From an optimization exercise on the open Yosys and OpenROAD flow, aimed at small area and a short achievable clock period; shortcuts taken in it are not production practice.
The RTL was checked by simulation tests, not by an equivalence proof against the original design.
Power is estimated from default activity; no workload was simulated.

### design.v
module ddr5_dimm_responder (
  input  logic        clk,
  input  logic        rst,
  input  logic        cmd_valid,
  input  logic [2:0]  cmd_type,
  input  logic        cmd_channel,
  input  logic [2:0]  cmd_bg,
  input  logic [1:0]  cmd_bank,
  input  logic [15:0] cmd_row,
  input  logic [5:0]  cmd_col,
  output logic        rd_valid,
  output logic [26:0] rd_tag,
  output logic        wr_ack,
  output logic [26:0] wr_tag,
  output logic        err_valid,
  output logic [2:0]  err_code,
  output logic [5:0]  open_banks
);
  localparam logic [6:0] T_ACT_LD = 7'd114;   
  localparam logic [6:0] T_PRE_LD = 7'd38;
  localparam logic [6:0] T_RAS    = 7'd40;    
  localparam logic [6:0] T_OPEN   = 7'd76;    
  localparam int         RDL      = 39;       
  logic [2:0]  eff;
  assign eff = (cmd_valid && !cmd_channel) ? cmd_type : 3'd0;
  logic [2:0]  p_type;
  logic [4:0]  p_idx;
  logic [15:0] p_row;
  logic [5:0]  p_col;
  always_ff @(posedge clk) begin
    p_type <= eff;
    p_idx  <= {cmd_bg, cmd_bank};
    p_row  <= cmd_row;
    p_col  <= cmd_col;
  end
  logic dec_q;   
  always_ff @(posedge clk or posedge rst) begin
    if (rst) dec_q <= 1'b0;
    else     dec_q <= !dec_q && (eff == 3'd1 || eff == 3'd3 || eff == 3'd5);
  end
  logic [4:0] idx_in;
  assign idx_in = {cmd_bg, cmd_bank};
  logic [6:0]  tmr  [32];
  logic [15:0] rows [32];
  logic        f_act, f_pre;
  logic [4:0]  f_idx;
  logic [31:0] pre_ok_v, pre_err_v;
  always_comb begin
    for (int i = 0; i < 32; i++) begin
      pre_ok_v[i]  = (tmr[i] == T_RAS) && !(f_pre && f_idx == 5'(i));
      pre_err_v[i] = (tmr[i] > T_RAS) || (f_act && f_idx == 5'(i));
    end
  end
  logic [6:0] s_p;
  logic       closed_p, live_p, open_p;
  assign s_p      = tmr[p_idx];
  assign closed_p = (s_p == 7'd0);
  assign live_p   = (s_p >= T_RAS);
  assign open_p   = live_p && (s_p <= T_OPEN);
  logic p_is_act, p_is_rd;
  assign p_is_act = (p_type == 3'd1);
  assign p_is_rd  = (p_type == 3'd3);
  logic pair_ok, pair_err;
  logic [2:0] pair_code;
  assign pair_ok   = (eff == p_type + 3'd1) && (idx_in == p_idx) &&
                     (p_is_act ? (cmd_row == p_row) : (cmd_col == p_col));
  assign pair_err  = p_is_act ? !closed_p : !open_p;
  assign pair_code = p_is_act ? (live_p ? 3'd1 : 3'd5) : 3'd2;
  logic is_half2, is_pre;
  assign is_half2 = (eff == 3'd2) || (eff == 3'd4) || (eff == 3'd6);
  assign is_pre   = (eff == 3'd7);
  logic err_v_d, exec_act, exec_rw, exec_pre;
  logic [2:0] err_c_d;
  assign err_v_d  = dec_q ? (!pair_ok || pair_err) : (is_half2 || (is_pre && pre_err_v[idx_in]));
  assign err_c_d  = dec_q ? (pair_ok ? pair_code : 3'd4) : (is_half2 ? 3'd4 : 3'd3);
  assign exec_act = dec_q && pair_ok && p_is_act && closed_p;
  assign exec_rw  = dec_q && pair_ok && !p_is_act && open_p;
  assign exec_pre = !dec_q && is_pre && pre_ok_v[idx_in];
  logic       err_valid_q;
  logic [2:0] err_code_q;
  logic [5:0] open_q;
  always_ff @(posedge clk or posedge rst) begin
    if (rst) begin
      err_valid_q <= 1'b0;
      err_code_q  <= 3'd0;
      f_act       <= 1'b0;
      f_pre       <= 1'b0;
      open_q      <= 6'd0;
    end else begin
      err_valid_q <= err_v_d;
      err_code_q  <= err_c_d;
      f_act       <= exec_act;
      f_pre       <= exec_pre;
      open_q      <= open_q + {5'd0, f_act} - {5'd0, f_pre};
    end
  end
  always_ff @(posedge clk) f_idx <= dec_q ? p_idx : idx_in;
  always_ff @(posedge clk or posedge rst) begin
    if (rst) begin
      for (int i = 0; i < 32; i++) tmr[i] <= 7'd0;
    end else begin
      for (int i = 0; i < 32; i++) begin
        if (f_act && f_idx == 5'(i))      tmr[i] <= T_ACT_LD;
        else if (f_pre && f_idx == 5'(i)) tmr[i] <= T_PRE_LD;
        else if (tmr[i] != 7'd0 && tmr[i] != T_RAS) tmr[i] <= tmr[i] - 7'd1;
      end
    end
  end
  always_ff @(posedge clk) begin
    for (int i = 0; i < 32; i++)
      if (dec_q && p_is_act && closed_p && p_idx == 5'(i)) rows[i] <= p_row;
  end
  logic [RDL:1] v_q;
  logic [RDL:1] r_q;
  logic [10:0]  d_q [1:RDL-1];
  always_ff @(posedge clk or posedge rst) begin
    if (rst) v_q <= '0;
    else     v_q <= {v_q[RDL-1:1], exec_rw};
  end
  always_ff @(posedge clk) begin
    r_q    <= {r_q[RDL-1:1], p_is_rd};
    d_q[1] <= {p_idx, p_col};
    for (int k = 2; k < RDL; k++) d_q[k] <= d_q[k-1];
  end
  logic [4:0]  sel_idx;
  logic [15:0] row_m;
  logic        wr_look, rd_look;
  assign sel_idx = v_q[RDL-1] ? d_q[RDL-1][10:6] : d_q[RDL-2][10:6];
  assign row_m   = rows[sel_idx];
  assign wr_look = v_q[RDL-2] && !r_q[RDL-2];
  assign rd_look = v_q[RDL-1] && r_q[RDL-1];
  logic        rd_valid_q, wr_ack_q;
  logic [26:0] rd_tag_q, wr_tag_q;
  always_ff @(posedge clk or posedge rst) begin
    if (rst) begin
      rd_valid_q <= 1'b0;
      wr_ack_q   <= 1'b0;
      rd_tag_q   <= '0;
      wr_tag_q   <= '0;
    end else begin
      rd_valid_q <= v_q[RDL] && r_q[RDL];
      wr_ack_q   <= wr_look;
      if (rd_look) rd_tag_q <= {d_q[RDL-1][10:6], row_m, d_q[RDL-1][5:0]};
      if (wr_look) wr_tag_q <= {d_q[RDL-2][10:6], row_m, d_q[RDL-2][5:0]};
    end
  end
  assign rd_valid   = rd_valid_q;
  assign rd_tag     = rd_tag_q;
  assign wr_ack     = wr_ack_q;
  assign wr_tag     = wr_tag_q;
  assign err_valid  = err_valid_q;
  assign err_code   = err_code_q;
  assign open_banks = open_q;
endmodule
### flow/run.sh
#!/bin/bash
# Standard ORFS layout (the standard.sh), with repair_timing asked to leave extra setup
# margin so the layout is optimised well below the 20 ns constraint. Constraints are unchanged.
set -euo pipefail
MARGIN=$(cat flow/margin.txt)
bash standard.sh SETUP_SLACK_MARGIN=$MARGIN finish > standard_make.log 2>&1
### flow/margin.txt
14
### standard.sh
#!/bin/bash
# synth_recipe.tcl (not shown) runs the flow's synth.tcl, then flattens the netlist and writes it again
# the make line also repeats each setting of config.mk as NAME=value (left out here)
make -C /OpenROAD-flow-scripts/flow DESIGN_CONFIG=/design/flow/config.mk WORK_HOME=/design/flow/orfs CLKGATE_MAP_FILE= SYNTH_SCRIPT=/design/flow/synth_recipe.tcl "${@:-finish}"
### config.mk
export PLATFORM = sky130hd
export DESIGN_NAME = ddr5_dimm_responder
export DESIGN_NICKNAME = ddr5_dimm_responder
export VERILOG_FILES = /design/flow/design.v
export SDC_FILE = /design/flow/constraint.sdc
export NUM_CORES = 4
export LEC_CHECK = 0
export CAP_MARGIN = 20
export CORE_MARGIN = 2
export CORE_UTILIZATION = 40
export SLEW_MARGIN = 20
### constraint.sdc
create_clock -name core_clock -period 20.0 [get_ports {clk}]
set_input_delay 4.0000 -clock core_clock [delete_from_list [all_inputs] [get_ports {clk}]]
set_output_delay 4.0000 -clock core_clock [all_outputs]
set_load 0.01 [all_outputs]
==> flow_summary_export.csv, run 1 <==
group,metric,value,unit
timing,finalClockSkew,0.0419,ns
finish,final_nets,4043,
die,floorplan.initialDensity,40.3,%
logic_synthesis,synth-seq-cells,1336,
logic_synthesis,syn_inst,3776,
global_routing,residual_overflow_from_global_routing,0,
critical_path,timing.critical_path.arrival,6.57,ns
timing,worst-slew-pin-transition,1.15,ns
finish,layout.filler_cells,10700,
clock_network,clock_sink_count,1336,
clock_network,root_buffer,"clkbuf_16",
pwr,total_leakage_power,21.5,nW
timing,slew_headroom,23.0,%
global_routing,grt_antenna_before_repair,3,
routing,drt-pass1-iter-count,9,
pwr,power.density,131,mW/mm^2
routing,wl_per_cell,25.8,um
timing,max_freq,0.167,GHz
timing,finalCritPeriodShare,29.9,%
clock_network,cts_htree_levels,4,
logic_synthesis,postSynth.asyncResetShare,24.9,%
finish,finish.instance_area,0.0573,mm^2
timing,setup-tns-final,0,ns
die,die_w,355,um
timing,hold_viol_final,0,
timing,rsz0062_at_grt,"no",
placed_design,post-dp-hpwl,95.5,mm
critical_path,crit_required,20.59,ns
pwr,vdd_ir_drop_max,68.5,uV
logic_synthesis,postSynth.topFlopCell,"edfxtp_1",
timing,setup_violating_endpoint_count_in_the_final_report,0,
logic_synthesis,syn-cell-area,0.0492,mm^2
die,boundaryPins,100,
routing,drtAntennaViolNets,0,
global_routing,first_global_vias,30700,
clock_network,cts_inserted_buffers,136,
die,row_count,128,
critical_path,crit_path_max_fanout,52,
placed_design,gp_congestion,0.995,
finish,layout-area-overhead-vs-synth,16.5,%
logic_synthesis,synth.net_count,3884,
outcome,status,"no timing/DRC/antenna violations",
global_routing,grt_first_pass_wirelength,213,mm
placed_design,io_buffers,99,
routing,wl,147,mm
logic_synthesis,ys_types,84,
logic_synthesis,syn-mean-instance-area,13.0,um^2
die,die_y,355,um
run,drv_cap,0,
finish,layout-drive-gt1-share,12.9,%
placed_design,place_area,0.0525,mm^2
pwr,p_total,7.52,mW
timing,drv_slew,0,
clock_network,cts_max_path_buffers,3,
worst_hold_path,worstHoldPathType,"reg2reg",
finish,multi_input_combinational_cell_area,0.0148,mm^2
timing,layout_min_cycle_time,5.99,ns
die,design.die.area,0.126,mm^2
critical_path,crit_path_start_kind,"primary input",
clock_network,hold_buffers_post_cts,0,
die,core-area,0.122,mm^2
critical_path,path_class,"in2reg",
finish,antenna-diode-count,0,
routing,detail_route.drc_violations,0,
finish,seq_area,0.0335,mm^2
clock_network,worst_skew_pair_latency,0.76,ns
routing,detailroute.via_count,32500,
routing,vias_per_cell,5.72,
routing,drt-initial-drc-count,4172,
critical_path,critPathCaptureType,"register",
clock_network,cts_tree,"built",
logic_synthesis,yosys_warnings,4,
global_routing,grt_max_degree,63,
logic_synthesis,edff_count_synth,512,
logic_synthesis,synth_seq_area_share,68.2,%
global_routing,track_usage,23.1,%
clock_network,path_clk_slew,0.06,ns
## cells by family (layout without fill, tap and decap cells)
group / after synthesis / after routing / synth area share (%)
mux: 98 / 98 / 2.27
xor+xnor: 223 / 223 / 3.97
simple gates: 998 / 998 / 10.5
compound gates: 755 / 755 / 10.7
fa+ha+maj: 74 / 74 / 1.90
buf+inv: 292 / 566 / 2.45
flops: 1336 / 1336 / 68.2
## state kept, by name (all words and copies together) (netlist names)
signal and flops:
rd_tag_q 27, rd_valid_q 1, f_act 1, tmr 224
p_col 6, v_q 39, wr_tag_q 27, rows 512
p_idx 5, d_q 418, err_valid_q 1, p_type 3
wr_ack_q 1, p_row 16, f_idx 5, open_q 6
dec_q 1, f_pre 1, err_code_q 3, r_q 39
## where the power goes
| group | total, mW | switching [mW] | internal [mW] |
|---|---|---|---|
| clock network | 2.57 | 1.08 | 1.48 |
| registers | 3.67 | 0.545 | 3.13 |
| logic | 1.28 | 0.689 | 0.591 |
| total | 7.52 | 2.32 | 5.20 |
## cell usage after synthesis (69+ instances only)
library cell | count | share of area, %
a21oi_1 | 72 | 0.73
a22o_1 | 69 | 1.2
a22oi_1 | 103 | 1.6
clkbuf_1 | 138 | 1.1
dfrtp_1 | 332 | 17
dfxtp_1 | 492 | 20
edfxtp_1 | 512 | 31
ha_1 | 73 | 1.9
inv_1 | 101 | 0.77
nand2_1 | 203 | 1.5
nand3_1 | 112 | 1.1
nor2_1 | 248 | 1.9
nor3_1 | 79 | 0.80
o21ai_0 | 202 | 2.1
xnor2_1 | 173 | 3.1
## final timing paths
kind	start	endpoint	slack [ns]	cells past startpoint
worst max register to register	p_idx[0]	rows[26][8]	14.67	12
worst min register to register	d_q[24][6]	d_q[25][6]	0.31	0
worst min-delay path	d_q[24][6]	d_q[25][6]	0.31	0
min in group asynchronous	rst	open_q[4]	3.58	2
worst max-delay path	cmd_bank[0]	f_pre	14.01	10
max in group asynchronous	rst	rd_tag_q[11]	14.55	5
## layer usage
layer  vias to the layer above  global-route usage [%]  routed length [um]
met5                         -                       0                  15
met4                         2                    8.62                5190
met3                       307                    5.61               14800
met2                      1728                    34.6               64000
met1                     16200                    32.4               62700
li1                      14300                       -                   -
## cell type report
class | count | area share (%)
Sequential cell | 1336 | 58.6
Multi-Input combinational cell | 2148 | 25.8
Clock buffer | 191 | 6.98
Tap cell | 1625 | 3.55
Timing Repair Buffer | 210 | 3.23
Clock inverter | 62 | 1.17
Inverter | 103 | 0.695
## cell usage in the layout (no fill, tap or decap), types with 68 or more instances in the layout
master	instances
edfxtp_1	512
dfxtp_1	480
dfrtp_1	332
nor2_1	238
nand2_1	203
o21ai_0	202
xnor2_1	173
clkbuf_16	140
nand3_1	112
buf_4	106
a22oi_1	103
inv_1	99
clkdlybuf4s50_1	98
nor3_1	75
ha_1	73
a21oi_1	70
a22o_1	69
mux2_2	68
## metrics by stage
step	instances	worst slack, ns	hold slack [ns]	util (%)
floorplan	3776	11.57	0.310	-
global placement	5416	13.12	0.310	43.1
detailed placement	5416	13.04	0.312	43.1
CTS	5672	14.07	0.309	46.9
global route	5675	14.04	0.315	47.0
finish	5675	14.01	0.314	47.0
## worst max-delay path, cell delays in order
cell	delay (ns)
buf_2	0.09
clkbuf_8	0.37
clkinvlp_4	0.18
buf_4	0.19
nand4_1	0.12
o22ai_1	0.09
o311ai_0	0.53
o21ai_0	0.30
mux4_2	0.51
nor3b_1	0.15
## repair_timing
action,in CTS,in global routing
endpoints found under the setup margin,122,2
hold endpoints to repair,0,0
setup buffers,3,2
resized for setup,5,3
==> run 2: changes to the inputs <==
==> run.sh (new file) <==
#!/bin/bash
# synth_recipe.tcl (not shown) runs the flow's synth.tcl, then flattens the netlist and writes it again
# the make line also repeats each setting of config.mk as NAME=value (left out here)
make -C /OpenROAD-flow-scripts/flow DESIGN_CONFIG=/design/flow/config.mk WORK_HOME=/design/flow/orfs CLKGATE_MAP_FILE= SYNTH_SCRIPT=/design/flow/synth_recipe.tcl finish
removed: flow/run.sh
removed: flow/margin.txt
removed: standard.sh
==> run 2 against run 1 <==
Compared with the run above:
- flip-flop and latch count unchanged
- largest power group unchanged
- via count increased by 0.89%
- sequential share of layout area increased by 0.053 points
- cell count about the same
- wire length increased by 3.3%
- critical endpoint is now err_valid_q
- power about the same
- worst setup slack got worse by 0.41 ns
- maximum frequency decreased by 6.5%
==> flow_summary_export.csv, run 2 <==
group,metric,value,unit
critical_path,r2r_cells,10,
global_routing,residual_overflow_from_global_routing,0,
clock_network,cts_post_setup_buffers_inserted,0,
finish,final_nets,4037,
logic_synthesis,synth_top_cell_by_area,"edfxtp_1",
logic_synthesis,synth-xor-area-share,3.97,%
outcome,status,"no timing/DRC/antenna violations",
routing,wl,152,mm
clock_network,root_buffer,"clkbuf_16",
logic_synthesis,synth.net_count,3884,
routing,drt-initial-drc-count,4424,
routing,vias_per_cell,5.78,
timing,finalCritPeriodShare,32.0,%
global_routing,grt_antenna_before_repair,4,
global_routing,track_usage,23.9,%
logic_synthesis,yosys_warnings,4,
logic_synthesis,synth_most_common_cell,"edfxtp_1",
global_routing,gr-max-usage-layer,"met2",
logic_synthesis,yosys.area.top_type_share,31.3,%
finish,final_common_cell,"edfxtp_1",
die,die_y,355,um
critical_path,critPathTopFamily,"compound AO/OA/AOI/OAI gates",
run,drv_cap,0,
logic_synthesis,post_synth_and_or_nand_nor_area_fraction,10.5,%
critical_path,cp.depth,9,
finish,number_of_flip_flops_under_the_largest_register_name,512,
timing,layout_min_cycle_time,6.40,ns
clock_network,cts_tree,"built",
timing,setup-tns-final,0,ns
clock_network,cts_max_path_buffers,3,
critical_path,critPathCaptureType,"register",
logic_synthesis,syn-mean-instance-area,13.0,um^2
logic_synthesis,edff_count_synth,512,
timing,slew_headroom,18.5,%
logic_synthesis,synth-adder-area-share,1.90,%
worst_hold_path,worstHoldPathType,"reg2reg",
pwr,p_total,7.52,mW
global_routing,grt.met3_usage,4.81,%
finish,layout_top_registers,"rows: 512 flops, d_q: 418 flops, tmr: 224 flops",
critical_path,crit_path_max_fanout,52,
critical_path,rr_startpoint,"p_idx[4]",
logic_synthesis,synth_top_cells_by_area,"edfxtp_1 31%, dfxtp_1 20%, dfrtp_1 17%",
logic_synthesis,syn_inst,3776,
die,design.die.area,0.126,mm^2
critical_path,crit_path_start_kind,"primary input",
critical_path,crit_path_top_delay_cell,"a311oi_1",
routing,wl_per_cell,26.7,um
critical_path,timing.critical_path.arrival,7.02,ns
routing,drtAntennaViolNets,0,
placed_design,gp_congestion,1.00,
global_routing,use_met1,34.2,%
clock_network,cts_htree_levels,4,
worst_hold_path,hold-path-cell-count,0,
critical_path,path_buf_inv,3,
logic_synthesis,muxShareOfSynthArea,2.27,%
placed_design,dpl_worst_slack,13.00,ns
logic_synthesis,postSynth.topFlopCell,"edfxtp_1",
timing,rsz0062_at_grt,"no",
logic_synthesis,synthTopCellsByCount,"512 x edfxtp_1, 492 x dfxtp_1, 332 x dfrtp_1",
die,die_w,355,um
pwr,vdd_ir_drop_max,72.0,uV
clock_network,worst_skew_pair_latency,0.76,ns
logic_synthesis,synth_seq_area_share,68.2,%
die,row_count,128,
finish,commonest_non_fill_non_tap_cells_in_the_layout,"512 x edfxtp_1, 480 x dfxtp_1, 332 x dfrtp_1",
clock_network,path_clk_slew,0.06,ns
finish,layout-area-overhead-vs-synth,16.4,%
timing,hold_viol_final,0,
global_routing,grt_max_degree,125,
timing,finalClockSkew,0.0510,ns
logic_synthesis,synth-seq-cells,1336,
logic_synthesis,synth_compound_area_share,10.7,%
routing,drt-pass1-iter-count,6,
logic_synthesis,ys_types,84,
timing,worst-slew-pin-transition,1.22,ns
critical_path,path_cells,"buf_2 > buf_4 > inv_1 > nor4b_1 > nor3_1 > a2111oi_0 > nor4_1 > a311oi_1 > nor3_1",
timing,max_freq,0.156,GHz
critical_path,path_class,"in2reg",
worst_hold_path,worstHoldStart,"d_q[18][1]",
critical_path,timing.critical_path.mode_cell,"nor3_1",
logic_synthesis,synth_top_family_by_area,"compound AO/OA/AOI/OAI gates",
critical_path,crit_required,20.61,ns
placed_design,post-dp-hpwl,97.6,mm
global_routing,first_global_vias,31200,
timing,setup_violating_endpoint_count_in_the_final_report,0,
timing,postLayoutSetupSlackWorst,13.60,ns
die,floorplan.initialDensity,40.3,%
timing,drv_slew,0,
pwr,power.density,131,mW/mm^2
clock_network,clock_sink_count,1336,
global_routing,gr-usage-met2,36.4,%
critical_path,crit_path_max_incr_delay,0.58,ns
logic_synthesis,postSynth.asyncResetShare,24.9,%
logic_synthesis,syn-cell-area,0.0492,mm^2
placed_design,io_buffers,99,
finish,max_flop_register,"rows",
pwr,total_leakage_power,21.4,nW
clock_network,hold_buffers_post_cts,0,
clock_network,cts_resized,0,
routing,detail_route.drc_violations,0,
critical_path,critical_path.startpoint,"cmd_bank[0]",
clock_network,cts_inserted_buffers,135,
global_routing,grt_first_pass_wirelength,220,mm
die,core-area,0.122,mm^2
routing,detailroute.via_count,32800,
die,boundaryPins,100,
finish,layout-drive-gt1-share,12.3,%
-- run 2: cell counts after synthesis --
No cell type changed its count.
-- run 2: kinds of logic after synthesis --
family | Yosys count
flops | 1336
simple gates | 998
compound gates | 755
buf+inv | 292
xor+xnor | 223
mux | 98
fa+ha+maj | 74
-- run 2: worst paths after layout --
kind / end / slack (ns)
worst max-delay path: err_valid_q / 13.60
worst min-delay path: d_q[19][1] / 0.31
worst max register to register: rows[19][6] / 14.37
worst min register to register: d_q[19][1] / 0.31
max in group asynchronous: tmr[13][2] / 14.77
min in group asynchronous: rd_tag_q[14] / 3.78
-- run 2: report_power, final --
part           total, mW  internal (mW)  switching [mW]
Sequential          3.66           3.13           0.538
Combinational       1.28          0.590           0.687
Clock               2.58           1.49            1.09
Total               7.52           5.20            2.31
-- run 2: routing by layer --
metal | routed length, um | share of wire, %
met5 | 13 | 0.0086
met4 | 4800 | 3.2
met3 | 15500 | 10
met2 | 67600 | 45
met1 | 63600 | 42
-- run 2: stage by stage --
| step | hold WS (ns) | utilization (%) | cell area (um^2) | instances |
|---|---|---|---|---|
| 6_report | 0.306 | 47.0 | 57200 | 5670 |
| 5_1_grt | 0.314 | 47.0 | 57200 | 5668 |
| 4_1_cts | 0.310 | 46.9 | 57200 | 5668 |
| 3_5_place_dp | 0.312 | 43.1 | 52600 | 5417 |
| 3_3_place_gp | 0.310 | 43.1 | 52600 | 5417 |
| 2_1_floorplan | 0.310 | - | 49200 | 3776 |
-- run 2: cell type report --
class / count / area (um^2)
Fill cell: 10700 / 64600
Sequential cell: 1336 / 33500
Multi-Input combinational cell: 2148 / 14800
Clock buffer: 195 / 3970
Tap cell: 1625 / 2030
Timing Repair Buffer: 205 / 1790
Clock inverter: 56 / 682
Inverter: 103 / 394
Antenna cell: 2 / 5.00

separate check: timing with driven ports:
In the flow no input, the clock included, has a driving cell. The finished layouts below were timed again as built, in two steps. Step 1: set_driving_cell puts a clkbuf_16 on clk and a buf_2 on each other input, an assumption about the parent block. Step 2 moves the port delays by t, midway between the first and last clock arrival at a register: inputs arrive t later, outputs are due t later. That takes back most of the time a late clock gives input paths. Three values: ideal ports, drivers, drivers and shift; two values: the first two.
run	t, ns	setup WS [ns]	worst setup path after step 2	worst register clock-pin slew, ns
run 1	0.805	14.012 / 14.058 / 13.253	input to register	0.07 / 0.07
run 2	0.804	13.597 / 13.644 / 12.840	input to register	0.07 / 0.07
After both steps every run listed still meets setup and hold. The setup slack of run 1, which loses most, moves by +0.046 ns with the drivers and by -0.759 ns with both steps.
